Context: an optimization exercise on an open-source flow, tuned for small area. The choices shown serve that exercise and are no tape-out recipe.
Where RTL was checked, it was by simulation tests only, not by an equivalence proof against the original.
No functional check of the RTL was part of runs 1 and 2.
No activity file was given, so power comes from the tool's default toggle rates.

**flow/design.v**
```verilog
`timescale 1ns/10ps
module cpuTop (
  input  logic        clk,
  input  logic        reset,
  input  logic [15:0] instr,
  input  logic [15:0] memRdata,
  output logic [15:0] pc,
  output logic [15:0] memAddr,
  output logic [15:0] memWdata,
  output logic        memWrite,
  output logic        memEn
);
  logic [2:0] ph;     
  logic       r2;     
  logic       clr;    
  logic       pend;   
  wire [3:0] op = instr[15:12];
  wire [3:0] rd = instr[11:8];
  wire [3:0] fn = instr[7:4];
  wire [3:0] rs = instr[3:0];
  wire [7:0] imm = instr[7:0];
  wire isR    = (op == 4'd0);
  wire isScnd = (op == 4'd4);
  wire isJra  = (op == 4'd6);
  wire isLd   = (op == 4'd7);
  wire isSh   = (op == 4'd8);
  wire isSt   = (op == 4'd10);
  wire isBc   = (op == 4'd12);
  wire isJ    = (op == 4'd13);
  wire isJal  = (op == 4'd15);
  wire [3:0] code  = isR ? fn : op;
  wire aluOp  = isR || op == 4'd1 || op == 4'd2 || op == 4'd3 || op == 4'd5 ||
                op == 4'd9 || op == 4'd11 || op == 4'd14;
  wire isMul  = aluOp && code == 4'd14;
  wire isCmp  = aluOp && code == 4'd11;
  wire isAnd  = code == 4'd1;
  wire isOr   = code == 4'd2;
  wire isXor  = code == 4'd3;
  wire isNot  = isR && fn == 4'd4;
  wire isSub  = code == 4'd9 || code == 4'd11;
  wire logicOp = isAnd || isOr || isXor || isNot;
  wire cfW    = aluOp && !logicOp && !isMul && !isCmp && !(isR && fn == 4'd6);
  wire twoTurn = isLd || isMul || isSh;
  wire active  = !clr;
  wire last    = (ph == 3'd7);
  wire done    = active && last && (r2 || !twoTurn);
  always_ff @(posedge clk)
  begin
    if (reset)
    begin
      ph   <= 3'd0;
      r2   <= 1'b0;
      clr  <= 1'b1;
      pend <= 1'b0;
    end
    else
    begin
      ph   <= ph + 3'd1;
      if (last)
      begin
        r2  <= active && twoTurn && !r2;
        clr <= 1'b0;
      end
      pend <= active && last && isSt;
    end
  end
  logic [7:0] rf0 [16];   
  logic [7:0] rf1 [16];   
  wire [3:0] raA = rd;
  wire [3:0] raB = rs | {4{isJra}};
  wire [1:0] rA  = {rf1[raA][0], rf0[raA][0]};
  wire [1:0] rB  = {rf1[raB][0], rf0[raB][0]};
  logic [1:0] wd;
  logic       wen;
  wire  [3:0] wa = rd | {4{isJal}};
  always_ff @(posedge clk)
  begin
    for (int r = 0; r < 16; r++)
    begin
      if (clr)
      begin
        rf0[r] <= {1'b0, rf0[r][7:1]};
        rf1[r] <= {1'b0, rf1[r][7:1]};
      end
      else if (wen && wa == r[3:0])
      begin
        rf0[r] <= {wd[0], rf0[r][7:1]};
        rf1[r] <= {wd[1], rf1[r][7:1]};
      end
      else
      begin
        rf0[r] <= {rf0[r][0], rf0[r][7:1]};
        rf1[r] <= {rf1[r][0], rf1[r][7:1]};
      end
    end
  end
  logic fc, ff, fz, fl, fn_;
  logic cond;
  always_comb
  begin
    case (rd)
      4'd0:    cond = fz;
      4'd1:    cond = !fz;
      4'd2:    cond = fc;
      4'd3:    cond = !fc;
      4'd4:    cond = fl;
      4'd5:    cond = !fl;
      4'd6:    cond = fn_;
      4'd7:    cond = !fn_;
      4'd8:    cond = ff;
      4'd9:    cond = !ff;
      4'd14:   cond = 1'b1;
      default: cond = 1'b0;
    endcase
  end
  logic [15:0] mar;    
  logic [15:0] acc;    
  logic        cy;     
  logic        sgn;    
  wire [1:0] pcDig  = pc[{ph, 1'b0} +: 2];
  wire [1:0] immDig = ph[2] ? {2{imm[7]}} : imm[{ph[1:0], 1'b0} +: 2];
  wire usePc = isBc || isJal;
  wire [1:0] aD = usePc ? pcDig : rA;
  wire [1:0] xRaw = isR ? rB : immDig;
  wire xEn = isBc ? cond : !isJal;
  wire inv = aluOp && isSub;
  wire [1:0] xD = (xRaw & {2{xEn}}) ^ {2{inv}};
  wire cin0 = inv || isJal || (isBc && !cond);
  wire c0 = (ph == 3'd0) ? cin0 : cy;
  wire s0 = aD[0] ^ xD[0] ^ c0;
  wire c1 = (aD[0] & xD[0]) | (c0 & (aD[0] ^ xD[0]));
  wire s1 = aD[1] ^ xD[1] ^ c1;
  wire c2 = (aD[1] & xD[1]) | (c1 & (aD[1] ^ xD[1]));
  logic [1:0] aluDig;
  always_comb
  begin
    if (isAnd)      aluDig = aD & xRaw;
    else if (isOr)  aluDig = aD | xRaw;
    else if (isXor) aluDig = aD ^ xRaw;
    else if (isNot) aluDig = ~xRaw;
    else            aluDig = {s1, s0};
  end
  always_ff @(posedge clk)
  begin
    cy <= c2;
    if (reset)
    begin
      fc <= 1'b0; ff <= 1'b0; fz <= 1'b0; fl <= 1'b0; fn_ <= 1'b0;
    end
    else if (active && !r2)
    begin
      if (last && cfW)
      begin
        fc <= c2 ^ inv;
        ff <= !(aD[1] ^ xD[1]) && (s1 ^ aD[1]);
      end
      if (isCmp)
      begin
        fz <= (ph == 3'd0 || fz) && !s0 && !s1;
        if (last)
        begin
          fl <= !c2;
          fn_ <= c2 ^ aD[1] ^ xD[1];
        end
      end
    end
  end
  wire [1:0]  marIn   = isBc ? {s1, s0} : (isMul ? xRaw : rB);
  wire [15:0] marNext = {marIn, mar[15:2]};
  always_ff @(posedge clk)
  begin
    if (!r2)
      mar <= marNext;
  end
  wire mulStep = isMul && r2;
  wire ldStep  = isLd && r2 && ph == 3'd0;   
  wire bLow  = pb && ph != 3'd0;
  wire bOne  = mulStep && (rA[0] ^ bLow);
  wire bTwo  = mulStep && ((rA[1] & !rA[0] & !bLow) | (!rA[1] & rA[0] & bLow));
  wire bNeg  = mulStep && rA[1] && !(rA[0] && bLow);
  wire [15:0] bpp = (({16{bOne}} & mar) | ({16{bTwo}} & {mar[14:0], 1'b0}) | (ldStep ? memRdata : 16'd0)) ^ {16{bNeg}};
  wire [15:0] psum = acc + bpp + {15'd0, bNeg};
  wire [4:0] amt   = (fn[3:2] == 2'b00) ? instr[4:0] : mar[4:0];
  wire       arith = (fn[3:1] == 3'b001) || (fn == 4'b0110);
  wire [2:0] q     = amt[3:1];
  logic      pb;    
  logic      rb;    
  wire       rOdd  = (fn[3:2] == 2'b00) ? instr[0] : ((ph == 3'd0 && !r2) ? rB[0] : rb);
  wire [1:0] sIn   = rOdd ? {rA[0], pb} : rA;
  logic [1:0] tap;
  always_comb
  begin
    case (q)
      3'd0: tap = sIn;
      3'd1: tap = acc[15:14];
      3'd2: tap = acc[13:12];
      3'd3: tap = acc[11:10];
      3'd4: tap = acc[9:8];
      3'd5: tap = acc[7:6];
      3'd6: tap = acc[5:4];
      default: tap = acc[3:2];
    endcase
  end
  wire       ge1   = ph >= q;                          
  wire       ge0   = ph > q || (ph == q && !rOdd);   
  wire       fill  = amt[4] && arith && sgn;
  wire [1:0] shDig = {(ge1 ^ amt[4]) ? tap[1] : fill,
                      (ge0 ^ amt[4]) ? tap[0] : fill};
  wire [1:0]  accTop = isSh ? sIn : ((isMul || isLd) ? 2'b00 : rA);
  always_ff @(posedge clk)
  begin
    acc <= {accTop, psum[15:2]};
    pb  <= rA[1];
    if (ph == 3'd0 && !r2)
      rb <= rB[0];
    if (last && !r2)
      sgn <= rA[1];
  end
  always_comb
  begin
    wen = 1'b0;
    wd  = aluDig;
    if (active)
    begin
      if (r2)
      begin
        wen = 1'b1;
        if (isLd || isMul) wd = psum[1:0];
        else            wd = shDig;
      end
      else if (isScnd)
      begin
        wen = 1'b1;
        wd  = {1'b0, cond && ph == 3'd0};
      end
      else if (isJal)
      begin
        wen = 1'b1;
        wd  = {s1, s0};
      end
      else if (aluOp && !isCmp && !isMul)
        wen = 1'b1;
    end
  end
  wire jmp = isBc || isJ || isJal || isJra;
  wire [15:0] pcInc = pc + {15'd0, done && !jmp};
  always_ff @(posedge clk)
  begin
    if (reset)
      pc <= 16'd0;
    else
      pc <= (done && jmp) ? marNext : pcInc;
  end
  assign memAddr  = mar;
  assign memWdata = acc;
  assign memWrite = pend && !reset;
  assign memEn    = (pend || (active && ldStep)) && !reset;
endmodule
```
**flow/run.sh**
```bash
#!/bin/bash
# synth_recipe.tcl (not shown) runs the flow's synth.tcl, then flattens the netlist and writes it again
# the make line also repeats each setting of config.mk as NAME=value (left out here)
make -C /OpenROAD-flow-scripts/flow DESIGN_CONFIG=/design/flow/config.mk WORK_HOME=/design/flow/orfs CLKGATE_MAP_FILE= SYNTH_SCRIPT=/design/flow/synth_recipe.tcl finish
```
**flow/config.mk**
```make
export PLATFORM = sky130hd
export DESIGN_NAME = cpuTop
export DESIGN_NICKNAME = cpuTop
export VERILOG_FILES = /design/flow/design.v
export SDC_FILE = /design/flow/constraint.sdc
export NUM_CORES = 4
export LEC_CHECK = 0
export CAP_MARGIN = 20
export CORE_MARGIN = 2
export CORE_UTILIZATION = 40
export CTS_BUF_LIST = sky130_fd_sc_hd__clkbuf_8
export CTS_CLUSTER_DIAMETER = 60
export CTS_CLUSTER_SIZE = 20
export SLEW_MARGIN = 20
```
**flow/constraint.sdc**
```tcl
create_clock -name core_clock -period 11.0 [get_ports {clk}]
set_input_delay 2.2000 -clock core_clock [delete_from_list [all_inputs] [get_ports {clk}]]
set_output_delay 2.2000 -clock core_clock [all_outputs]
set_load 0.01 [all_outputs]
```
==> summary.txt, run 1 <==
Timing
  – Final Hold Viols: 0
  – Max Clk Rate: 136 MHz
  – Min Clock Period, post-route: 7.37 ns
  – Fin crit share: around 67%
  – Unrepaired setup endpoints after global routing: no
  – Slew at the pin closest to its max-slew limit: 0.936 ns
  – Final setup viols: 0
  – Clk_skew: 0.0229 ns
  – Slew HR: 37.5%
  – Final-report max-slew violation count: 0
  – Setup TNS: 0 ns

Clock tree
  – Cts hold-fix bufs: 0
  – Post-CTS setup buffer count: 0
  – Clk root buf: clkbuf_8
  – Clock tree buffer depth: 3
  – Clock Latency Late Sink: 0.58 ns
  – CTS Buf Count: 27
  – Clk sinks: approximately 320
  – Clock Pin Slew Worst Setup and Hold Paths: 0.10 ns
  – Resize count post-CTS: 0
  – CTS tree: built
  – H-tree depth: 1

Layout
  – FILL cells: 2650
  – Final net count: 1152
  – Layout area overhead: 14.9%
  – Highest-count cells in the layout ignoring fill and taps: dfxtp_1, clkdlybuf4s50_1, nor2_1
  – Final Util: between 40% and 50%
  – Number of diodes: 0
  – Ratio of cells with drive above 1 in the final layout: 8.83%
  – Commonest non-fill, non-tap cell in the layout: dfxtp_1

Pwr
  – Switch Pwr: 573 uW
  – Peak VDD IR: ~0.00013 V
  – Internal: 1540 uW
  – Static leakage: 0.00495 uW
  – PD cells: 162 nW/um2
  – Gate power share: 9.8%
  – Sw frac: 27.1%
  – Sequential power share: 56.9%
  – Clock Power Share: between 30% and 40%

Die
  – Core Region: 27900 um2
  – Die height: 173 um
  – Initial core utilization: 40.7%
  – Standard-cell rows: 61
  – Die ar.: 29800 um2
  – Die X: approximately 170 um
  – Io pins: 84

Synth
  – Synth Area per Inst: about 11 um2
  – Distinct cells, synth: 87
  – Share of the synthesized area in the top cell type: 53.1%
  – Mapped Cells: 1021
  – Fraction of registers with async set/reset: 0%
  – Synth Warn #: 3
  – Ys flop type: dfxtp_1
  – Synth Area in Adders: 3.78%
  – Synth Area in Simple Gates: 12.9%
  – Mapped Nets: 1087
  – Post-synthesis xor/xnor area fraction: 3.77%
  – Mux share of post-synthesis cell area: between 4 and 5%
  – Post-synthesis register bit count: roughly 320
  – Synth Area in Compound Gates: 14.6%
  – Count of flip-flops with a built-in enable after synthesis: 17
  – Synth area leader: dfxtp_1
  – Largest family of logic cells by synthesized area: compound AO/OA/AOI/OAI gates
  – Top cells by area, synth: dfxtp_1, edfxtp_1, ha_1, xnor2_1, nor2_1
  – Syn Std Cell Area: 11400 um2
  – Register area share after synthesis: 57.6%

Detailed routing
  – Avg WL per Cell: between 15 and 20 um
  – Routed via count: 7664
  – Number of DRC markers in iteration 0: 770
  – DRT Pass-1 Iters: 8
  – Routed WL: 26900 um
  – Detail Route Antenna Nets: 0
  – Drt drc: 0
  – Drt via density: 5.19

GRT
  – Antenna violations before repair: 0
  – Total Routing Usage GR: 17.7%
  – Vias in the first global route: roughly 7400
  – Largest net degree at the start of global routing: 31
  – First-pass GRT wire length: 42100 um
  – Grt ovf: 0

Worst setup path
  – Crit path launch type: input port
  – CP Capture Type: flip-flop
  – Required @ worst endpoint: 11.48 ns
  – WS Path Type: in2reg
  – CP max FO: 27
  – Crit path DAT: about 8 ns

Run status
  – Outcome: finished clean

Placement
  – HPWL Detailed: 19700 um
  – Final GP Congestion: about 0.86
  – PortBufs: 83

Worst hold path
  – Worst hold-check path type: reg2reg

Job
  – Max-cap violations: 0
==> area by class of cell <==
type	instances	area [um2]	share of cell area, %
clock inverter	14	195	1.49
tap	378	473	3.62
inverter	30	113	0.861
sequential	319	6560	50.1
clock buffer	28	385	2.95
timing repair buffer	88	868	6.64
multi-input combinational	620	4480	34.3
==> cells in the mapped netlist (10+ instances only) <==
master,number
a211oi_1,17
a21o_1,21
a21oi_1,48
a222oi_1,14
a31oi_1,22
and3_1,10
buf_2,14
clkbuf_1,31
dfxtp_1,302
edfxtp_1,17
ha_1,28
inv_1,27
mux2_2,11
mux2i_1,21
nand2_1,40
nand2b_1,14
nand3_1,18
nor2_1,65
nor2b_1,17
nor3_1,30
nor3b_1,16
o21ai_0,32
xnor2_1,35
xor2_1,14
==> cell families after synthesis <==
kind of cell	count (synthesis)
flip-flops	319
AND/OR/NAND/NOR	270
AO/OA/AOI/OAI	230
buffers and inverters	82
XOR/XNOR	49
multiplexers	39
adder cells (fa/ha/maj)	32
==> worst max-delay path, cell delays in order <==
cell and delay (ns):
clkdlybuf4s50_1 0.89, or3b_2 0.66, a21oi_1 0.14, o21ai_0 0.14, a31oi_2 0.52, ha_1 0.34, and3_1 0.34, a222oi_1 0.39
xnor2_1 0.16, ha_1 0.31, nor2b_1 0.15, o21ai_0 0.19, a21boi_0 0.15, o21ai_0 0.21, a21oi_1 0.11, o21ai_0 0.21
a21boi_0 0.19, o21a_1 0.24, o311ai_0 0.29
==> path summary, 6_finish.rpt <==
path | start | to | slack [ns] | depth (start not counted)
max | instr[8] | acc[12]$_DFF_P_ | 3.63 | 19
min reg2reg | rf1[0][1]$_DFF_P_ | rf1[0][0]$_DFF_P_ | 0.32 | 0
max reg2reg | rf0[8][0]$_DFF_P_ | acc[12]$_DFF_P_ | 5.94 | 18
min | rf1[0][1]$_DFF_P_ | rf1[0][0]$_DFF_P_ | 0.32 | 0
==> per-stage QoR <==
stage	hold slack, ns	power (uW)	cell area, um2	instances	setup slack (ns)
after global routing	0.318	2210	13100	1477	3.20
after global placement	0.310	1430	12500	1434	3.19
final	0.319	2110	13100	1477	3.63
after detailed placement	0.312	1440	12500	1435	3.07
after floorplan	0.310	1350	11400	1021	4.72
after CTS	0.317	2140	13100	1477	3.70
==> power groups by stage <==
stage / Clock, uW / Combinational (uW) / Sequential, uW
after floorplan: 0 / 128 / 1220
after global placement: 0 / 205 / 1230
after detailed placement: 0 / 206 / 1230
after CTS: 729 / 207 / 1200
after global routing: 774 / 228 / 1210
final: 702 / 207 / 1200
==> per-layer routing <==
layer	up-vias	GRT usage [%]	share of wire [%]
li1	3803	-	-
met1	3594	26.3	49
met2	227	27.2	43
met3	40	2.29	5.2
met4	0	4.59	2.2
met5	-	0	0
==> state kept, by name (all words and copies together) (netlist names), 3 cells and up <==
| name | cells |
|---|---|
| pc | 16 |
| acc | 16 |
| rf0 | 128 |
| ph | 3 |
| mar | 16 |
| rf1 | 128 |
==> inputs of run 2 (changes only) <==
--- a/flow/config.mk
+++ b/flow/config.mk
@@ -8,7 +8,7 @@
 export CAP_MARGIN = 20
 export CORE_MARGIN = 2
 export CORE_UTILIZATION = 40
-export CTS_BUF_LIST = sky130_fd_sc_hd__clkbuf_8
-export CTS_CLUSTER_DIAMETER = 60
-export CTS_CLUSTER_SIZE = 20
+export CTS_BUF_LIST = sky130_fd_sc_hd__clkbuf_4 sky130_fd_sc_hd__clkbuf_8 sky130_fd_sc_hd__clkbuf_16
+export CTS_CLUSTER_DIAMETER = 50
+export CTS_CLUSTER_SIZE = 12
 export SLEW_MARGIN = 20
==> run 2 against run 1 <==
Still clean. Count of clock-buffer cells in the layout is 14 higher. First-iteration DRC count is 1.0% higher. Design area is 5.0% higher. Largest cell class unchanged.
==> summary.txt, run 2 <==
Layout
  – Cell area after layout: 13700 um2 (+5.0%)
  – Top Registers: rf0 x128, rf1 x128
  – Highest-count cells in the layout ignoring fill and taps: dfxtp_1, clkdlybuf4s50_1, nor2_1
  – Final net count: 1165 (+1.1%)
  – Commonest non-fill, non-tap cell in the layout: dfxtp_1
  – Register area: 6560 um2 (unchanged)
  – Number of diodes: 0 (unchanged)
  – Ratio of cells with drive above 1 in the final layout: 10.0% (+1.2 points)
  – Layout area overhead: 20.6%
  – FILL cells: 2586 (-2.4%)
  – Area taken by multi-input logic gates: 4480 um2 (unchanged)

Placement
  – HPWL Detailed: 19700 um (unchanged)
  – PortBufs: 83 (unchanged)
  – Final GP Congestion: 0.857 (unchanged)
  – Cell area after placement: 12500 um2 (unchanged)

Worst hold path
  – Worst hold-check path type: reg2reg

Synth
  – Share of the synthesized area in the top cell type: 53.1% (unchanged)
  – Synth area leader: dfxtp_1
  – Mapped Cells: 1021 (unchanged)
  – Commonest cells in the synthesized netlist: dfxtp_1, nor2_1, a21oi_1, nand2_1, xnor2_1
  – Mapped Nets: 1087 (unchanged)
  – Register area share after synthesis: 57.6% (unchanged)
  – Post-synthesis register bit count: 319 (unchanged)
  – Ys flop type: dfxtp_1
  – Fraction of registers with async set/reset: 0% (unchanged)
  – Synth Area per Inst: 11.1 um2 (unchanged)
  – Syn Std Cell Area: 11400 um2 (unchanged)
  – Top cells by area, synth: dfxtp_1, edfxtp_1, ha_1, xnor2_1, nor2_1
  – Distinct cells, synth: 87 (unchanged)
  – Count of flip-flops with a built-in enable after synthesis: 17 (unchanged)
  – Most frequent cell after synthesis: dfxtp_1
  – Synth Warn #: 3 (unchanged)

Worst setup path
  – CP Capture Type: flip-flop
  – CP max FO: 27 (unchanged)
  – Crit path launch type: input port
  – Required @ worst endpoint: 11.43 ns (-0.05 ns)
  – Crit path DAT: 7.84 ns (about the same)
  – WS Path Type: in2reg

Die
  – Die X: 173 um (unchanged)
  – Core Region: 27900 um2 (unchanged)
  – Die height: 173 um (unchanged)
  – Die ar.: 29800 um2 (unchanged)
  – Initial core utilization: 40.7% (unchanged)
  – Standard-cell rows: 61 (unchanged)
  – Io pins: 84 (unchanged)

Pwr
  – Peak VDD IR: 0.000149 V (+18%)
  – Static leakage: 0.00526 uW (+6.2%)
  – PD cells: 190 nW/um2 (+17%)

Detailed routing
  – Drt via density: 5.24 (+0.98%)
  – Routed via count: 7823 (+2.1%)
  – Routed WL: 27500 um (+2.1%)
  – Avg WL per Cell: 18.4 um (+1.0%)
  – Drt drc: 0 (unchanged)
  – Number of DRC markers in iteration 0: 778 (+1.0%)
  – DRT Pass-1 Iters: 10 (+2)
  – Detail Route Antenna Nets: 0 (unchanged)

Timing
  – Min Clock Period, post-route: 7.41 ns (+0.0383 ns)
  – Final setup viols: 0 (unchanged)
  – Slew HR: 37.4% (about the same)
  – Fin crit share: 67.3% (+0.35 points)
  – Max Clk Rate: 135 MHz (-0.52%)
  – Slew at the pin closest to its max-slew limit: 0.936 ns (+0.000484 ns)
  – Clk_skew: 0.0454 ns (+0.0225 ns)
  – Final-report max-slew violation count: 0 (unchanged)
  – Final Hold Viols: 0 (unchanged)
  – Setup TNS: 0 ns (unchanged)
  – Unrepaired setup endpoints after global routing: no

GRT
  – Largest net degree at the start of global routing: 31 (unchanged)
  – Antenna violations before repair: 0 (unchanged)
  – Grt ovf: 0 (unchanged)
  – Total Routing Usage GR: 18.3% (+0.55 points)
  – Vias in the first global route: 7530 (+2.4%)
  – First-pass GRT wire length: 43000 um (+2.3%)

Clock tree
  – Post-CTS setup buffer count: 0 (unchanged)
  – CTS Buf Count: 40 (+48%)
  – Clk root buf: clkbuf_16
  – H-tree depth: 2 (+1)
  – Resize count post-CTS: 0 (unchanged)
  – Clock tree buffer depth: 3 (unchanged)
  – Cts hold-fix bufs: 0 (unchanged)
  – Clock Pin Slew Worst Setup and Hold Paths: 0.05 ns (-0.05 ns)
  – CTS tree: built
  – Clock Latency Late Sink: 0.55 ns (-0.03 ns)
  – Clk sinks: 319 (unchanged)

Job
  – Max-cap violations: 0 (unchanged)

Run status
  – Outcome: finished clean
## run 2: cell count changes in the layout (fill, tap and decap cells not counted), sizes merged
cell / before / now
clkbuf: 28 / 42
clkinv: 6 / 11
bufinv: 0 / 1
clkinvlp: 1 / 2
inv: 37 / 32
## run 2: routing by layer
metal,global-route usage [%],wire [um]
met1,26.6,13600
met2,27.6,11900
met3,3.03,1370
met4,5.93,625
met5,0,0
## run 2: cell families after synthesis
family                   Yosys count  share of synthesized area [%]
AO/OA/AOI/OAI                    230                           14.6
XOR/XNOR                          49                           3.77
adder cells (fa/ha/maj)           32                           3.78
buffers and inverters             82                           3.06
flip-flops                       319                           57.6
multiplexers                      39                           4.32
AND/OR/NAND/NOR                  270                           12.9
## run 2: worst max-delay path, cell delays in order
cell and delay (ns):
clkdlybuf4s50_1 0.88, or3b_2 0.66, a21oi_1 0.14, o21ai_0 0.14
a31oi_2 0.50, ha_1 0.34, and3_1 0.34, a222oi_1 0.39
xnor2_1 0.16, ha_1 0.31, nor2b_1 0.16, o21ai_0 0.19
a21boi_0 0.15, o21ai_0 0.21, a21oi_1 0.11, o21ai_0 0.21
a21boi_0 0.19, o21a_1 0.24, o311ai_0 0.29
## run 2: per-stage QoR
stage | utilization, % | setup WS, ns | hold WS, ns | power (uW) | cells
3_5_place_dp | 44.7 | 3.07 | 0.312 | 1440 | 1435
6_report | 49.1 | 3.59 | 0.280 | 2600 | 1493
2_1_floorplan | - | 4.72 | 0.310 | 1350 | 1021
3_3_place_gp | 44.7 | 3.19 | 0.310 | 1430 | 1434
4_1_cts | 49.1 | 3.63 | 0.281 | 2630 | 1493
5_1_grt | 49.1 | 3.10 | 0.278 | 2710 | 1493
## run 2: area by class of cell
type                       count  area share [%]
multi-input combinational    620            32.7
tap                          378            3.45
timing repair buffer          88            6.33
clock inverter                16            1.59
inverter                      30           0.820
sequential                   319            47.8
clock buffer                  42            7.40
## run 2: power by group
group	internal [uW]	switching [uW]	leakage (uW)	total, uW
clock network	703	488	0.000596	1190
registers	1180	22.8	0.00263	1200
logic	85.7	122	0.00203	208
total	1970	634	0.00526	2600
## run 2: path summary, 6_finish.rpt
check / start / to / slack (ns) / cells past startpoint
max reg2reg: rf0[8][0]$_DFF_P_ / acc[12]$_DFF_P_ / 5.96 / 18
min reg2reg: rf0[15][5]$_DFF_P_ / rf0[15][4]$_DFF_P_ / 0.28 / 0
max: instr[8] / acc[12]$_DFF_P_ / 3.59 / 19
min: rf0[15][5]$_DFF_P_ / rf0[15][4]$_DFF_P_ / 0.28 / 0
==> inputs of run 3 (changes only) <==
--- a/flow/design.v
+++ b/flow/design.v
@@ -173,49 +173,26 @@
       mar <= marNext;
   end
   wire mulStep = isMul && r2;
-  wire ldStep  = isLd && r2 && ph == 3'd0;   
-  wire bLow  = pb && ph != 3'd0;
-  wire bOne  = mulStep && (rA[0] ^ bLow);
-  wire bTwo  = mulStep && ((rA[1] & !rA[0] & !bLow) | (!rA[1] & rA[0] & bLow));
-  wire bNeg  = mulStep && rA[1] && !(rA[0] && bLow);
-  wire [15:0] bpp = (({16{bOne}} & mar) | ({16{bTwo}} & {mar[14:0], 1'b0}) | (ldStep ? memRdata : 16'd0)) ^ {16{bNeg}};
-  wire [15:0] psum = acc + bpp + {15'd0, bNeg};
+  wire [15:0] pp1 = (mulStep && rA[0]) ? mar : 16'd0;
+  wire [15:0] pp2 = (mulStep && rA[1]) ? {mar[14:0], 1'b0} : 16'd0;
+  wire [15:0] psum = acc + pp1 + pp2;
+  wire [1:0]  accTop = isMul ? 2'b00 : rA;
+  always_ff @(posedge clk)
+  begin
+    acc <= {accTop, psum[15:2]};
+    if (last && !r2)
+      sgn <= rA[1];
+  end
   wire [4:0] amt   = (fn[3:2] == 2'b00) ? instr[4:0] : mar[4:0];
   wire       arith = (fn[3:1] == 3'b001) || (fn == 4'b0110);
-  wire [2:0] q     = amt[3:1];
-  logic      pb;    
-  logic      rb;    
-  wire       rOdd  = (fn[3:2] == 2'b00) ? instr[0] : ((ph == 3'd0 && !r2) ? rB[0] : rb);
-  wire [1:0] sIn   = rOdd ? {rA[0], pb} : rA;
-  logic [1:0] tap;
-  always_comb
-  begin
-    case (q)
-      3'd0: tap = sIn;
-      3'd1: tap = acc[15:14];
-      3'd2: tap = acc[13:12];
-      3'd3: tap = acc[11:10];
-      3'd4: tap = acc[9:8];
-      3'd5: tap = acc[7:6];
-      3'd6: tap = acc[5:4];
-      default: tap = acc[3:2];
-    endcase
-  end
-  wire       ge1   = ph >= q;                          
-  wire       ge0   = ph > q || (ph == q && !rOdd);   
+  wire [3:0] idx0  = 4'd0 - amt[3:0];
+  wire [3:0] idx1  = 4'd1 - amt[3:0];
+  wire       ge0   = {ph, 1'b0} >= amt[3:0];
+  wire       ge1   = {ph, 1'b1} >= amt[3:0];
   wire       fill  = amt[4] && arith && sgn;
-  wire [1:0] shDig = {(ge1 ^ amt[4]) ? tap[1] : fill,
-                      (ge0 ^ amt[4]) ? tap[0] : fill};
-  wire [1:0]  accTop = isSh ? sIn : ((isMul || isLd) ? 2'b00 : rA);
-  always_ff @(posedge clk)
-  begin
-    acc <= {accTop, psum[15:2]};
-    pb  <= rA[1];
-    if (ph == 3'd0 && !r2)
-      rb <= rB[0];
-    if (last && !r2)
-      sgn <= rA[1];
-  end
+  wire [1:0] shDig = {(ge1 ^ amt[4]) ? acc[idx1] : fill,
+                      (ge0 ^ amt[4]) ? acc[idx0] : fill};
+  wire [1:0] memDig = memRdata[{ph, 1'b0} +: 2];
   always_comb
   begin
     wen = 1'b0;
@@ -225,7 +202,8 @@
       if (r2)
       begin
         wen = 1'b1;
-        if (isLd || isMul) wd = psum[1:0];
+        if (isLd)       wd = memDig;
+        else if (isMul) wd = psum[1:0];
         else            wd = shDig;
       end
       else if (isScnd)
@@ -243,16 +221,15 @@
     end
   end
   wire jmp = isBc || isJ || isJal || isJra;
-  wire [15:0] pcInc = pc + {15'd0, done && !jmp};
   always_ff @(posedge clk)
   begin
     if (reset)
       pc <= 16'd0;
-    else
-      pc <= (done && jmp) ? marNext : pcInc;
+    else if (done)
+      pc <= jmp ? marNext : pc + 16'd1;
   end
   assign memAddr  = mar;
   assign memWdata = acc;
   assign memWrite = pend && !reset;
-  assign memEn    = (pend || (active && ldStep)) && !reset;
+  assign memEn    = (pend || (active && r2 && isLd)) && !reset;
 endmodule
==> flow/config.mk (replaced) <==
export PLATFORM = sky130hd
export DESIGN_NAME = cpuTop
export DESIGN_NICKNAME = cpuTop
export VERILOG_FILES = /design/flow/design.v
export SDC_FILE = /design/flow/constraint.sdc
export NUM_CORES = 4
export LEC_CHECK = 0
export CAP_MARGIN = 20
export CORE_MARGIN = 2
export CORE_UTILIZATION = 40
export SLEW_MARGIN = 20
==> run 3 against run 2 <==
Still clean. Hold slack improved by 0.024 ns. Sequential power hardly changed. Critical path depth stayed put. Clock skew down 0.021 ns. Critical endpoint is now acc[13]$_DFF_P_. Highest routed layer unchanged.
==> summary.txt, run 3 <==
Clock tree
  – Clk root buf: clkbuf_16
  – Clock tree buffer depth: 3 (unchanged)
  – CTS Buf Count: 31 (-23%)
  – Clk sinks: 317 (-0.63%)
  – Post-CTS setup buffer count: 0 (unchanged)
  – Resize count post-CTS: 0 (unchanged)
  – Clock Latency Late Sink: 0.58 ns (+0.03 ns)
  – Cts hold-fix bufs: 0 (unchanged)
  – H-tree depth: 1 (-1)
  – CTS tree: built
  – Clock Pin Slew Worst Setup and Hold Paths: 0.07 ns (+0.02 ns)

Synth
  – Count of flip-flops with a built-in enable after synthesis: 17 (unchanged)
  – Post-synthesis register bit count: 317 (-0.63%)
  – Fraction of registers with async set/reset: 0% (unchanged)
  – Top cells by area, synth: dfxtp_1, edfxtp_1, ha_1, fa_1, mux4_2
  – Commonest cells in the synthesized netlist: dfxtp_1, nand2_1, nor2_1, nand3_1, o21ai_0
  – Synth area leader: dfxtp_1
  – Syn Std Cell Area: 11800 um2 (+4.0%)
  – Most frequent cell after synthesis: dfxtp_1
  – Synth Area per Inst: 11.0 um2 (-1.4%)
  – Register area share after synthesis: 55.0% (-2.6 points)
  – Share of the synthesized area in the top cell type: 50.7% (-2.4 points)
  – Mapped Cells: 1077 (+5.5%)
  – Ys flop type: dfxtp_1
  – Synth Warn #: 3 (unchanged)
  – Mapped Nets: 1159 (+6.6%)
  – Distinct cells, synth: 81 (-6.9%)

Layout
  – Ratio of cells with drive above 1 in the final layout: 9.32% (-0.72 points)
  – Final net count: 1227 (+5.3%)
  – Top Registers: rf0 x128, rf1 x128
  – Highest-count cells in the layout ignoring fill and taps: dfxtp_1, clkdlybuf4s50_1, nand2_1
  – Number of diodes: 0 (unchanged)
  – Area taken by multi-input logic gates: 4910 um2 (+9.6%)
  – Final Util: 48.1% (-1.0 points)
  – Commonest non-fill, non-tap cell in the layout: dfxtp_1
  – Layout area overhead: 17.6%
  – Register area: 6520 um2 (-0.61%)
  – FILL cells: 2653 (+2.6%)

Timing
  – Setup TNS: 0 ns (unchanged)
  – Max Clk Rate: 129 MHz (-4.3%)
  – Slew HR: 38.2% (+0.76 points)
  – Slew at the pin closest to its max-slew limit: 0.926 ns (-0.0104 ns)
  – Final Hold Viols: 0 (unchanged)
  – Final setup viols: 0 (unchanged)
  – Final worst slack: 3.26 ns (-0.332 ns)
  – Min Clock Period, post-route: 7.74 ns (+0.332 ns)
  – Unrepaired setup endpoints after global routing: no
  – Fin crit share: 70.4% (+3.0 points)
  – Final-report max-slew violation count: 0 (unchanged)
  – Clk_skew: 0.0248 ns (-0.0206 ns)

Die
  – Io pins: 84 (unchanged)
  – Standard-cell rows: 62 (+1.6%)
  – Initial core utilization: 40.9% (+0.17 points)
  – Die ar.: 31000 um2 (+3.9%)
  – Core Region: 28900 um2 (+3.6%)
  – Die X: 176 um (+1.9%)
  – Die height: 176 um (+1.9%)

Worst setup path
  – Required @ worst endpoint: 11.45 ns (+0.02 ns)
  – WS Path Type: in2reg
  – Crit path launch type: input port
  – Crit path DAT: 8.19 ns (+0.35 ns)
  – R2r setup slk: 5.59 ns (-0.37 ns)
  – CP Capture Type: flip-flop
  – CP max FO: 18 (-33%)

GRT
  – Grt ovf: 0 (unchanged)
  – Antenna violations before repair: 0 (unchanged)
  – Vias in the first global route: 7946 (+5.5%)
  – Total Routing Usage GR: 18.7% (+0.46 points)
  – Largest net degree at the start of global routing: 33 (+6.5%)
  – First-pass GRT wire length: 45300 um (+5.2%)

Detailed routing
  – Drt drc: 0 (unchanged)
  – Routed via count: 8162 (+4.3%)
  – DRT Pass-1 Iters: 5 (-5)
  – Drt via density: 5.26 (+0.30%)
  – Routed WL: 28700 um (+4.4%)
  – Number of DRC markers in iteration 0: 710 (-8.7%)
  – Detail Route Antenna Nets: 0 (unchanged)
  – Avg WL per Cell: 18.5 um (+0.38%)

Placement
  – HPWL Detailed: 20400 um (+3.4%)
  – PortBufs: 83 (unchanged)
  – Worst slack at placement: 2.74 ns (-0.325 ns)
  – Final GP Congestion: 0.901 (+5.1%)

Worst hold path
  – Worst hold-check path type: reg2reg

Pwr
  – Static leakage: 0.00538 uW (+2.3%)
  – Peak VDD IR: 0.000140 V (-5.4%)
  – PD cells: 174 nW/um2 (-8.5%)

Run status
  – Outcome: finished clean

Job
  – Max-cap violations: 0 (unchanged)
-- run 3: cell types whose count changed in the layout (fill, tap and decap cells not counted), moves of 12 or more --
cell	delta
and2_1	+28
a222oi_1	-13
mux2i_1	+12
nand2_1	+26
nand3_1	+36
nor3_1	-13
o21ai_1	+17
xnor2_1	-19
a21o_1	-16
fa_1	+14
-- run 3: critical path: stages --
cell and delay, ns:
clkdlybuf4s50_1 0.78, nor2_1 0.64, a22oi_1 0.13, o221ai_1 0.55
nand2_1 0.17, nor2_1 0.63, and2_1 0.26, fa_1 0.43
ha_1 0.22, inv_1 0.08, fa_1 0.21, nor2b_1 0.06
o21ai_0 0.20, a21boi_0 0.19, o41ai_1 0.39, o21ai_0 0.22
o41ai_1 0.46, o21ai_0 0.20, xnor2_1 0.15
-- run 3: worst paths after layout --
check	start	cells after the start	to
worst min-delay path	rf1[9][1]$_DFF_P_	0	rf1[9][0]$_DFF_P_
worst max register to register	rf1[11][0]$_DFF_P_	19	acc[13]$_DFF_P_
worst min register to register	rf1[9][1]$_DFF_P_	0	rf1[9][0]$_DFF_P_
worst max-delay path	instr[11]	19	acc[13]$_DFF_P_
-- run 3: logic make-up (layout without fill, tap and decap cells) --
| family | Yosys count | in the layout | share of synthesized area (%) |
|---|---|---|---|
| compound gates | 217 | 217 | 12.2 |
| xor+xnor | 24 | 24 | 1.78 |
| fa+ha+maj | 48 | 48 | 6.21 |
| buf+inv | 88 | 180 | 3.45 |
| flops | 317 | 317 | 55.0 |
| mux | 59 | 59 | 6.79 |
| simple gates | 324 | 324 | 14.5 |
-- run 3: stage by stage --
stage          cells  hold slack [ns]  power, uW  cell area (um2)
3_5_place_dp    1496            0.312       1420            12900
3_3_place_gp    1496            0.310       1420            12900
2_1_floorplan   1077            0.310       1350            11800
6_report        1553            0.304       2420            13900
5_1_grt         1553            0.314       2510            13900
4_1_cts         1553            0.298       2440            13900
-- run 3: area by class of cell --
class	instances	share of cell area (%)
repair buffers	87	6.18
well taps	384	3.45
inverters	36	0.971
clock inverters	18	1.04
multi-input cells	672	35.3
clock buffers	39	6.22
flip-flops and latches	317	46.8
-- run 3: routing by layer --
| metal | vias to the layer above | part of all wire [%] | global-route usage [%] |
|---|---|---|---|
| met5 | - | 0 | 0 |
| met4 | 0 | 3.6 | 6.37 |
| met3 | 60 | 5.2 | 2.99 |
| met2 | 228 | 45 | 30.1 |
| met1 | 3900 | 46 | 25.7 |
| li1 | 3974 | - | - |
-- run 3: where the power goes --
| group | leakage [uW] | internal [uW] | switching (uW) |
|---|---|---|---|
| logic | 0.00226 | 84.5 | 119 |
| clock network | 0.000499 | 567 | 451 |
| registers | 0.00261 | 1170 | 24.8 |
| total | 0.00538 | 1820 | 594 |
==> inputs of run 4 (changes only) <==
--- a/flow/design.v
+++ b/flow/design.v
@@ -1,4 +1,33 @@
 `timescale 1ns/10ps
+module mux4c (
+  input  logic [3:0] d,
+  input  logic [1:0] s,
+  output logic       y
+);
+  assign y = d[s];
+endmodule
+module mux8c (
+  input  logic [7:0] d,
+  input  logic [2:0] s,
+  output logic       y
+);
+  logic [1:0] m;
+  mux4c u_lo (.d(d[3:0]), .s(s[1:0]), .y(m[0]));
+  mux4c u_hi (.d(d[7:4]), .s(s[1:0]), .y(m[1]));
+  assign y = s[2] ? m[1] : m[0];
+endmodule
+module mux16c (
+  input  logic [15:0] d,
+  input  logic [3:0]  s,
+  output logic        y
+);
+  logic [3:0] m;
+  mux4c u_0 (.d(d[3:0]),   .s(s[1:0]), .y(m[0]));
+  mux4c u_1 (.d(d[7:4]),   .s(s[1:0]), .y(m[1]));
+  mux4c u_2 (.d(d[11:8]),  .s(s[1:0]), .y(m[2]));
+  mux4c u_3 (.d(d[15:12]), .s(s[1:0]), .y(m[3]));
+  mux4c u_4 (.d(m),        .s(s[3:2]), .y(y));
+endmodule
 module cpuTop (
   input  logic        clk,
   input  logic        reset,
@@ -68,8 +97,18 @@
   logic [7:0] rf1 [16];   
   wire [3:0] raA = rd;
   wire [3:0] raB = rs | {4{isJra}};
-  wire [1:0] rA  = {rf1[raA][0], rf0[raA][0]};
-  wire [1:0] rB  = {rf1[raB][0], rf0[raB][0]};
+  logic [15:0] head0, head1;   
+  always_comb
+    for (int r = 0; r < 16; r++)
+    begin
+      head0[r] = rf0[r][0];
+      head1[r] = rf1[r][0];
+    end
+  logic [1:0] rA, rB;
+  mux16c u_rA0 (.d(head0), .s(raA), .y(rA[0]));
+  mux16c u_rA1 (.d(head1), .s(raA), .y(rA[1]));
+  mux16c u_rB0 (.d(head0), .s(raB), .y(rB[0]));
+  mux16c u_rB1 (.d(head1), .s(raB), .y(rB[1]));
   logic [1:0] wd;
   logic       wen;
   wire  [3:0] wa = rd | {4{isJal}};
@@ -117,7 +156,9 @@
   logic [15:0] acc;    
   logic        cy;     
   logic        sgn;    
-  wire [1:0] pcDig  = pc[{ph, 1'b0} +: 2];
+  logic [1:0] pcDig;
+  mux8c u_pc0 (.d({pc[14], pc[12], pc[10], pc[8], pc[6], pc[4], pc[2], pc[0]}), .s(ph), .y(pcDig[0]));
+  mux8c u_pc1 (.d({pc[15], pc[13], pc[11], pc[9], pc[7], pc[5], pc[3], pc[1]}), .s(ph), .y(pcDig[1]));
   wire [1:0] immDig = ph[2] ? {2{imm[7]}} : imm[{ph[1:0], 1'b0} +: 2];
   wire usePc = isBc || isJal;
   wire [1:0] aD = usePc ? pcDig : rA;
@@ -173,26 +214,38 @@
       mar <= marNext;
   end
   wire mulStep = isMul && r2;
-  wire [15:0] pp1 = (mulStep && rA[0]) ? mar : 16'd0;
-  wire [15:0] pp2 = (mulStep && rA[1]) ? {mar[14:0], 1'b0} : 16'd0;
-  wire [15:0] psum = acc + pp1 + pp2;
-  wire [1:0]  accTop = isMul ? 2'b00 : rA;
+  wire ldStep  = isLd && r2 && ph == 3'd0;   
+  wire bLow  = pb && ph != 3'd0;
+  wire bOne  = mulStep && (rA[0] ^ bLow);
+  wire bTwo  = mulStep && ((rA[1] & !rA[0] & !bLow) | (!rA[1] & rA[0] & bLow));
+  wire bNeg  = mulStep && rA[1] && !(rA[0] && bLow);
+  wire [15:0] bpp = (({16{bOne}} & mar) | ({16{bTwo}} & {mar[14:0], 1'b0}) | (ldStep ? memRdata : 16'd0)) ^ {16{bNeg}};
+  wire [15:0] psum = acc + bpp + {15'd0, bNeg};
+  wire [4:0] amt   = (fn[3:2] == 2'b00) ? instr[4:0] : mar[4:0];
+  wire       arith = (fn[3:1] == 3'b001) || (fn == 4'b0110);
+  wire [2:0] q     = amt[3:1];
+  logic      pb;    
+  logic      rb;    
+  wire       rOdd  = (fn[3:2] == 2'b00) ? instr[0] : ((ph == 3'd0 && !r2) ? rB[0] : rb);
+  wire [1:0] sIn   = rOdd ? {rA[0], pb} : rA;
+  logic [1:0] tap;
+  mux8c u_tap0 (.d({acc[2], acc[4], acc[6], acc[8], acc[10], acc[12], acc[14], sIn[0]}), .s(q), .y(tap[0]));
+  mux8c u_tap1 (.d({acc[3], acc[5], acc[7], acc[9], acc[11], acc[13], acc[15], sIn[1]}), .s(q), .y(tap[1]));
+  wire       ge1   = ph >= q;                          
+  wire       ge0   = ph > q || (ph == q && !rOdd);   
+  wire       fill  = amt[4] && arith && sgn;
+  wire [1:0] shDig = {(ge1 ^ amt[4]) ? tap[1] : fill,
+                      (ge0 ^ amt[4]) ? tap[0] : fill};
+  wire [1:0]  accTop = isSh ? sIn : ((isMul || isLd) ? 2'b00 : rA);
   always_ff @(posedge clk)
   begin
     acc <= {accTop, psum[15:2]};
+    pb  <= rA[1];
+    if (ph == 3'd0 && !r2)
+      rb <= rB[0];
     if (last && !r2)
       sgn <= rA[1];
   end
-  wire [4:0] amt   = (fn[3:2] == 2'b00) ? instr[4:0] : mar[4:0];
-  wire       arith = (fn[3:1] == 3'b001) || (fn == 4'b0110);
-  wire [3:0] idx0  = 4'd0 - amt[3:0];
-  wire [3:0] idx1  = 4'd1 - amt[3:0];
-  wire       ge0   = {ph, 1'b0} >= amt[3:0];
-  wire       ge1   = {ph, 1'b1} >= amt[3:0];
-  wire       fill  = amt[4] && arith && sgn;
-  wire [1:0] shDig = {(ge1 ^ amt[4]) ? acc[idx1] : fill,
-                      (ge0 ^ amt[4]) ? acc[idx0] : fill};
-  wire [1:0] memDig = memRdata[{ph, 1'b0} +: 2];
   always_comb
   begin
     wen = 1'b0;
@@ -202,8 +255,7 @@
       if (r2)
       begin
         wen = 1'b1;
-        if (isLd)       wd = memDig;
-        else if (isMul) wd = psum[1:0];
+        if (isLd || isMul) wd = psum[1:0];
         else            wd = shDig;
       end
       else if (isScnd)
@@ -221,15 +273,16 @@
     end
   end
   wire jmp = isBc || isJ || isJal || isJra;
+  wire [15:0] pcInc = pc + {15'd0, done && !jmp};
   always_ff @(posedge clk)
   begin
     if (reset)
       pc <= 16'd0;
-    else if (done)
-      pc <= jmp ? marNext : pc + 16'd1;
+    else
+      pc <= (done && jmp) ? marNext : pcInc;
   end
   assign memAddr  = mar;
   assign memWdata = acc;
   assign memWrite = pend && !reset;
-  assign memEn    = (pend || (active && r2 && isLd)) && !reset;
-endmodule
+  assign memEn    = (pend || (active && ldStep)) && !reset;
+endmodule
--- a/flow/config.mk
+++ b/flow/config.mk
@@ -8,4 +8,8 @@
 export CAP_MARGIN = 20
 export CORE_MARGIN = 2
 export CORE_UTILIZATION = 40
+export CTS_BUF_LIST = sky130_fd_sc_hd__clkbuf_8
+export CTS_CLUSTER_DIAMETER = 60
+export CTS_CLUSTER_SIZE = 20
 export SLEW_MARGIN = 20
+export SYNTH_HIERARCHICAL = 1
==> run 4 against run 3 <==
Non-clock buffer count grew 2. Clock skew about the same. Clock power shrank 37%. Still clean. Critical endpoint is now acc[12]$_DFF_P_. Largest cell class unchanged.
==> summary.txt, run 4 <==
Run status
  – Outcome: finished clean

GRT
  – Antenna violations before repair: 1 (+1)
  – Vias in the first global route: 6776 (-15%)
  – Largest net degree at the start of global routing: 31 (-6.1%)
  – Grt ovf: 0 (unchanged)
  – First-pass GRT wire length: 38800 um (-14%)
  – Total Routing Usage GR: 17.3% (-1.4 points)

Layout
  – Final Util: 46.6% (-1.5 points)
  – Ratio of cells with drive above 1 in the final layout: 9.85% (+0.53 points)
  – Final net count: 1082 (-12%)
  – Highest-count cells in the layout ignoring fill and taps: dfxtp_1, nor2_1, clkdlybuf4s50_1
  – Commonest non-fill, non-tap cell in the layout: dfxtp_1
  – Layout Cells excl Fill: 1403 (-9.7%)
  – Layout area overhead: 15.4%
  – Top Registers: rf0 x128, rf1 x128
  – Number of diodes: 0 (unchanged)

Detailed routing
  – Detail Route Antenna Nets: 0 (unchanged)
  – Routed via count: 7161 (-12%)
  – DRT Pass-1 Iters: 8 (+3)
  – Number of DRC markers in iteration 0: 800 (+13%)
  – Drt drc: 0 (unchanged)
  – Avg WL per Cell: 18.1 um (-2.0%)
  – Routed WL: 25400 um (-11%)
  – Drt via density: 5.10 (-2.9%)

Clock tree
  – Clock tree buffer depth: 3 (unchanged)
  – CTS Buf Count: 24 (-23%)
  – H-tree depth: 1 (unchanged)
  – Cts hold-fix bufs: 0 (unchanged)
  – Clock Latency Late Sink: 0.58 ns (about the same)
  – Post-CTS setup buffer count: 0 (unchanged)
  – CTS tree: built
  – Clk root buf: clkbuf_8
  – Resize count post-CTS: 0 (unchanged)
  – Clock Pin Slew Worst Setup and Hold Paths: 0.11 ns (+0.04 ns)
  – Clk sinks: 319 (+0.63%)

Worst setup path
  – WS Path Type: in2reg
  – Required @ worst endpoint: 11.49 ns (+0.04 ns)
  – CP Capture Type: flip-flop
  – Delay-heaviest family, CP: compound AO/OA/AOI/OAI gates
  – Cell Chain, Critical Path: clkdlybuf4s50_1 > mux4_2 > mux4_2 > a211o_1 > a2111oi_4 > a222oi_1 > xnor2_1 > inv_1 > fa_1 > nor2b_1 > o21ai_0 > a21boi_0 > o21ai_0 > a21oi_1 > a311oi_1 > or4_1 > o211ai_1
  – Critical path depth in cells: 17 (-2)
  – Crit path DAT: 8.17 ns (-0.02 ns)
  – Worst path max stage delay: 1.00 ns (+0.22 ns)
  – Critical path buffers and inverters: 2 (unchanged)
  – R2R cell count: 16 (-3)
  – Crit-path slowest cell: clkdlybuf4s50_1
  – Crit path launch type: input port
  – CP max FO: 15 (-3)

Placement
  – PortBufs: 83 (unchanged)
  – Final GP Congestion: 0.909 (+0.94%)
  – HPWL Detailed: 18600 um (-8.6%)
  – Placed Cells: 1366 (-8.7%)

Job
  – Max-cap violations: 0 (unchanged)

Pwr
  – Switch Pwr: 471 uW (-21%)
  – Clock Power Share: 33.2% (-8.9 points)
  – Sequential power share: 60.7% (+11 points)
  – Sw frac: 24.3% (-0.36 points)
  – Gate power share: 6.0% (-2.4 points)
  – Peak VDD IR: 0.000140 V (about the same)
  – Static leakage: 0.00479 uW (-11%)
  – Internal: 1470 uW (-19%)
  – PD cells: 151 nW/um2 (-13%)

Timing
  – Slew HR: 31.5% (-6.7 points)
  – Final-report max-slew violation count: 0 (unchanged)
  – Unrepaired setup endpoints after global routing: no
  – Min Clock Period, post-route: 7.68 ns (-0.0575 ns)
  – Final Hold Viols: 0 (unchanged)
  – Clk_skew: 0.0247 ns (-0.000148 ns)
  – Setup TNS: 0 ns (unchanged)
  – Fin crit share: 69.8% (-0.52 points)
  – Final setup viols: 0 (unchanged)
  – Max Clk Rate: 130 MHz (+0.75%)
  – Slew at the pin closest to its max-slew limit: 1.03 ns (+0.102 ns)

Die
  – Io pins: 84 (unchanged)
  – Initial core utilization: 40.4% (-0.54 points)
  – Die height: 171 um (-2.9%)
  – Die ar.: 29200 um2 (-5.7%)
  – Core Region: 27600 um2 (-4.5%)
  – Die X: 171 um (-2.9%)
  – Standard-cell rows: 61 (-1.6%)

Synth
  – Synth Area per Inst: 12.0 um2 (+8.9%)
  – Mapped Nets: 1000 (-14%)
  – Share of the synthesized area in the top cell type: 54.2% (+3.5 points)
  – Count of flip-flops with a built-in enable after synthesis: 17 (unchanged)
  – Mapped Cells: 932 (-13%)
  – Synth area leader: dfxtp_1
  – Most frequent cell after synthesis: dfxtp_1
  – Synth Warn #: 9 (+6)
  – Distinct cells, synth: 75 (-7.4%)
  – Commonest cells in the synthesized netlist: dfxtp_1, nor2_1, nand2_1, xnor2_1, mux2i_1
  – Top cells by area, synth: dfxtp_1, mux4_2, edfxtp_1, ha_1, mux2i_1
  – Ys flop type: dfxtp_1
  – Syn Std Cell Area: 11200 um2 (-5.8%)
  – Fraction of registers with async set/reset: 0% (unchanged)
  – Post-synthesis register bit count: 319 (+0.63%)
  – Register area share after synthesis: 58.8% (+3.7 points)

Worst hold path
  – Worst hold-check path type: reg2reg
  – Worst Hold Depth: 0 (unchanged)
## run 4: worst paths after layout
path                                         start                 end  slack [ns]
worst max-delay path                      instr[8]     acc[12]$_DFF_P_        3.32
worst min-delay path            rf1[14][1]$_DFF_P_  rf1[14][0]$_DFF_P_        0.33
worst max register to register   rf0[3][0]$_DFF_P_     acc[12]$_DFF_P_        5.65
worst min register to register  rf1[14][1]$_DFF_P_  rf1[14][0]$_DFF_P_        0.33
## run 4: through the flow
step	setup slack [ns]	power (uW)	hold WS [ns]	cell area, um2
after global routing	2.87	2020	0.332	12900
after global placement	2.88	1320	0.310	12400
after detailed placement	2.77	1320	0.312	12400
after floorplan	4.13	1270	0.310	11200
final	3.32	1940	0.329	12900
after CTS	3.36	1960	0.333	12900
## run 4: power by group through the flow
| stage | Combinational (uW) | Sequential (uW) | Clock, uW |
|---|---|---|---|
| after global placement | 116 | 1200 | 0 |
| after global routing | 127 | 1180 | 710 |
| after detailed placement | 115 | 1200 | 0 |
| final | 117 | 1180 | 645 |
| after floorplan | 71.4 | 1200 | 0 |
| after CTS | 116 | 1180 | 669 |
## run 4: layer usage
| layer | share of wire [%] | track usage, % |
|---|---|---|
| met5 | 0.051 | 0 |
| met1 | 47 | 23.8 |
| met2 | 43 | 27.3 |
| met4 | 3.5 | 5.97 |
| met3 | 6.6 | 3.47 |
## run 4: cell type report
type                            instances  area, um2
Fill cell                            2562      14800
Inverter                               28        105
Multi-Input combinational cell        552       4360
Clock buffer                           24        330
Tap cell                              378        473
Sequential cell                       319       6560
Timing Repair Buffer                   89        876
Clock inverter                         13        166
## run 4: cells by family (layout without fill, tap and decap cells)
family                   Yosys count  count (layout)  synth area share (%)
buffers and inverters             61             154                  2.15
AND/OR/NAND/NOR                  251             251                  11.0
XOR/XNOR                          49              49                  3.85
flip-flops                       319             319                  58.8
AO/OA/AOI/OAI                    146             146                  10.0
multiplexers                      72              72                  10.1
adder cells (fa/ha/maj)           34              34                  4.08
## run 4: Yosys stat by module (local to each module, per instance), a selection
module	flops+latches	cells	times used	cell area, um2
mux4c	0	1	28	22.5
cpuTop	319	900	1	10500
mux8c	0	1	4	15.0
==> inputs of run 5 (changes only) <==
==> flow/flow/run.sh (new file) <==
#!/bin/bash
# Own flow: the standard layout (standard.sh, unchanged synthesis) with
# two settings passed through ORFS's own variables:
#  - port buffers are the smallest buffer, sky130_fd_sc_hd__buf_1 (every
#    input and output port still gets its own buffer);
#  - clock tree synthesis uses clkbuf_8 clusters and adds no dummy loads.
# make's full output goes to flow.log here; ORFS keeps each step's log under
# orfs/logs/.
set -euo pipefail
export BUFFER_PORTS_ARGS="-buffer_cell sky130_fd_sc_hd__buf_1"
export CTS_ARGS="-sink_clustering_enable -repair_clock_nets -dont_use_dummy_load -buf_list sky130_fd_sc_hd__clkbuf_8 -sink_clustering_size 20 -sink_clustering_max_diameter 60"
bash standard.sh > flow.log 2>&1
==> flow/standard.sh (new file) <==
#!/bin/bash
# synth_recipe.tcl (not shown) runs the flow's synth.tcl, then flattens the netlist and writes it again
# the make line also repeats each setting of config.mk as NAME=value (left out here)
make -C /OpenROAD-flow-scripts/flow DESIGN_CONFIG=/design/flow/config.mk WORK_HOME=/design/flow/orfs CLKGATE_MAP_FILE= SYNTH_SCRIPT=/design/flow/synth_recipe.tcl "${@:-finish}"
--- a/flow/config.mk
+++ b/flow/config.mk
@@ -8,8 +8,5 @@
 export CAP_MARGIN = 20
 export CORE_MARGIN = 2
 export CORE_UTILIZATION = 40
-export CTS_BUF_LIST = sky130_fd_sc_hd__clkbuf_8
-export CTS_CLUSTER_DIAMETER = 60
-export CTS_CLUSTER_SIZE = 20
 export SLEW_MARGIN = 20
 export SYNTH_HIERARCHICAL = 1
removed: flow/run.sh
==> run 5 against run 4 <==
Largest cell class unchanged. Register-to-register slack lost 0.11 ns. First-iteration DRC count decreased by 4.5%. Synthesized cell count is the same. Core utilization is 2.5 points lower. Still clean.
==> summary.txt, run 5 <==
Run status
  – Outcome: finished clean

Pwr
  – Peak VDD IR: 0.000124 V (-12%)
  – Static leakage: 0.00452 uW (-5.7%)
  – PD cells: 149 nW/um2 (-1.4%)

Timing
  – Unrepaired setup endpoints after global routing: no
  – Slew at the pin closest to its max-slew limit: 1.03 ns (+0.00475 ns)
  – Slew HR: 31.2% (-0.32 points)
  – Fin crit share: 68.7% (-1.2 points)
  – Clk_skew: 0.0792 ns (+0.0545 ns)
  – Final setup viols: 0 (unchanged)
  – Final worst slack: 3.45 ns (+0.130 ns)
  – Min Clock Period, post-route: 7.55 ns (-0.130 ns)
  – Hold_ws: 0.293 ns (-0.0361 ns)
  – Final Hold Viols: 0 (unchanged)
  – Final-report max-slew violation count: 0 (unchanged)
  – Max Clk Rate: 132 MHz (+1.7%)
  – Setup TNS: 0 ns (unchanged)

Layout
  – Final net count: 1083 (+0.092%)
  – Commonest non-fill, non-tap cell in the layout: dfxtp_1
  – Final Util: 44.1% (-2.5 points)
  – Top Registers: rf0 x128, rf1 x128
  – Ratio of cells with drive above 1 in the final layout: 8.69% (-1.2 points)
  – Area taken by multi-input logic gates: 4360 um2 (about the same)
  – Number of diodes: 0 (unchanged)
  – Register area: 6560 um2 (unchanged)
  – Highest-count cells in the layout ignoring fill and taps: dfxtp_1, nor2_1, buf_1
  – Layout area overhead: 9.25%
  – FILL cells: 2646 (+3.3%)

Worst setup path
  – Cell Chain, Critical Path: buf_1 > mux4_2 > mux4_2 > a211o_1 > a2111oi_4 > a222oi_1 > xnor2_1 > inv_1 > fa_1 > nor2b_1 > o21ai_0 > a21boi_0 > o21ai_0 > a21oi_1 > a311oi_1 > or4_1 > o211ai_1
  – CP max FO: 15 (unchanged)
  – Crit-path slowest cell: a2111oi_4
  – Crit path launch type: input port
  – CP Capture Type: flip-flop
  – Worst path max stage delay: 0.88 ns (-0.12 ns)
  – Required @ worst endpoint: 11.42 ns (-0.07 ns)
  – WS Path Type: in2reg
  – Crit path DAT: 7.97 ns (-0.20 ns)

Detailed routing
  – Drt via density: 5.21 (+2.0%)
  – Drt drc: 0 (unchanged)
  – Routed WL: 25000 um (-1.7%)
  – Avg WL per Cell: 18.0 um (-0.89%)
  – Detail Route Antenna Nets: 0 (unchanged)
  – DRT Pass-1 Iters: 7 (-1)
  – Number of DRC markers in iteration 0: 764 (-4.5%)
  – Routed via count: 7244 (+1.2%)

Clock tree
  – Clk root buf: clkbuf_8
  – H-tree depth: 1 (unchanged)
  – Clock Pin Slew Worst Setup and Hold Paths: 0.10 ns (about the same)
  – Cts hold-fix bufs: 0 (unchanged)
  – CTS Buf Count: 24 (unchanged)
  – CTS tree: built
  – Clock Latency Late Sink: 0.57 ns (about the same)
  – Post-CTS setup buffer count: 0 (unchanged)
  – Clock tree buffer depth: 3 (unchanged)
  – Clk sinks: 319 (unchanged)
  – Resize count post-CTS: 0 (unchanged)

Synth
  – Synth area leader: dfxtp_1
  – Synth Warn #: 9 (unchanged)
  – Synth Area per Inst: 12.0 um2 (unchanged)
  – Register area share after synthesis: 58.8% (unchanged)
  – Mapped Nets: 1000 (unchanged)
  – Share of the synthesized area in the top cell type: 54.2% (unchanged)
  – Post-synthesis register bit count: 319 (unchanged)
  – Count of flip-flops with a built-in enable after synthesis: 17 (unchanged)
  – Distinct cells, synth: 75 (unchanged)
  – Fraction of registers with async set/reset: 0% (unchanged)
  – Syn Std Cell Area: 11200 um2 (unchanged)
  – Top cells by area, synth: dfxtp_1, mux4_2, edfxtp_1, ha_1, mux2i_1
  – Most frequent cell after synthesis: dfxtp_1
  – Ys flop type: dfxtp_1
  – Commonest cells in the synthesized netlist: dfxtp_1, nor2_1, nand2_1, xnor2_1, mux2i_1
  – Mapped Cells: 932 (unchanged)

Die
  – Die height: 171 um (unchanged)
  – Die X: 171 um (unchanged)
  – Standard-cell rows: 61 (unchanged)
  – Die ar.: 29200 um2 (unchanged)
  – Core Region: 27600 um2 (unchanged)
  – Io pins: 84 (unchanged)
  – Initial core utilization: 40.4% (unchanged)

GRT
  – Grt ovf: 0 (unchanged)
  – Antenna violations before repair: 2 (+1)
  – Total Routing Usage GR: 17.2% (-0.14 points)
  – First-pass GRT wire length: 39200 um (+1.0%)
  – Vias in the first global route: 6951 (+2.6%)
  – Largest net degree at the start of global routing: 31 (unchanged)

Placement
  – Final GP Congestion: 0.899 (-1.2%)
  – Worst slack at placement: 3.00 ns (+0.239 ns)
  – PortBufs: 83 (unchanged)
  – HPWL Detailed: 18200 um (-2.1%)

Job
  – Max-cap violations: 0 (unchanged)

Worst hold path
  – Worst hold-check path type: reg2reg
-- run 5: cell counts after synthesis --
No cell type changed its count.
-- run 5: cell type report --
| class | instances | area share, % |
|---|---|---|
| Sequential cell | 319 | 53.8 |
| Clock buffer | 24 | 2.71 |
| Multi-Input combinational cell | 552 | 35.8 |
| Inverter | 28 | 0.862 |
| Timing Repair Buffer | 90 | 2.99 |
| Tap cell | 378 | 3.88 |
-- run 5: worst max-delay path: cells and delay by family --
family | cells | cell delay (ns)
compound gates | 9 | 2.44
mux | 2 | 1.22
buf+inv | 2 | 0.79
simple gates | 2 | 0.59
fa+ha+maj | 1 | 0.44
xor+xnor | 1 | 0.26
-- run 5: metal layers --
metal  global-route usage [%]  up-vias  wire, um
li1                         -     3476         -
met1                     23.6     3442     11400
met2                     27.1      266     11000
met3                     3.54       56      1770
met4                     5.71        4       847
met5                        0        -        27
-- run 5: per-module statistics from Yosys, one instance, submodules excluded, a selection --
module	cell area, um2	cells	times used	flip-flops and latches
cpuTop	10500	900	1	319
mux4c	22.5	1	28	0
mux8c	15.0	1	4	0
-- run 5: cell families after synthesis --
group           after synthesis  synth area share [%]
fa+ha+maj                    34                  4.08
simple gates                251                  11.0
buf+inv                      61                  2.15
xor+xnor                     49                  3.85
mux                          72                  10.1
flops                       319                  58.8
compound gates              146                  10.0
-- run 5: worst paths after layout --
path,start,to,slack [ns],depth (start not counted)
worst min register to register,rf1[0][4]$_DFF_P_,rf1[0][3]$_DFF_P_,0.29,0
worst min-delay path,rf1[0][4]$_DFF_P_,rf1[0][3]$_DFF_P_,0.29,0
worst max register to register,rf0[4][0]$_DFF_P_,acc[12]$_DFF_P_,5.54,16
worst max-delay path,instr[8],acc[12]$_DFF_P_,3.45,17
-- run 5: metrics by stage --
stage,power (uW),cells,cell area [um2]
6_report,1810,1391,12200
5_1_grt,1890,1391,12200
4_1_cts,1830,1391,12200
3_5_place_dp,1310,1367,11900
3_3_place_gp,1310,1367,11900
2_1_floorplan,1270,932,11200
-- run 5: power breakdown --
group	switching, uW	internal, uW
combinational	64.7	40.9
clock	332	195
sequential	9.80	1170

afterwards: timing with drivers on the ports:
The results above use ideal ports. As a check the final layouts listed here were re-extracted and re-timed, cells and wires unchanged. Step 1 assumes that a clkbuf_16 drives the clock port and a buf_2 every other input. Step 2 also shifts input and output timing later by t, the mid clock arrival at the registers, as if the neighbouring blocks saw the same clock. Three values: ideal, step 1, step 2; two values: the first two.
run	shift t [ns]	setup WS [ns]	worst register clock-pin slew, ns	pins driven straight from the clock port
run 1	0.615	3.631 / 3.642 / 3.027	0.11 / 0.11	1
run 2	0.576	3.592 / 3.610 / 3.035	0.06 / 0.06	1
run 3	0.615	3.260 / 3.279 / 2.664	0.07 / 0.07	1
run 4	0.613	3.318 / 3.308 / 2.696	0.11 / 0.11	1
run 5	0.575	3.448 / 3.415 / 2.840	0.11 / 0.11	1
After both steps setup and hold are still met in every run listed. For run 4, which loses most, drivers alone change the setup slack by -0.010 ns; drivers and shift together by -0.622 ns.
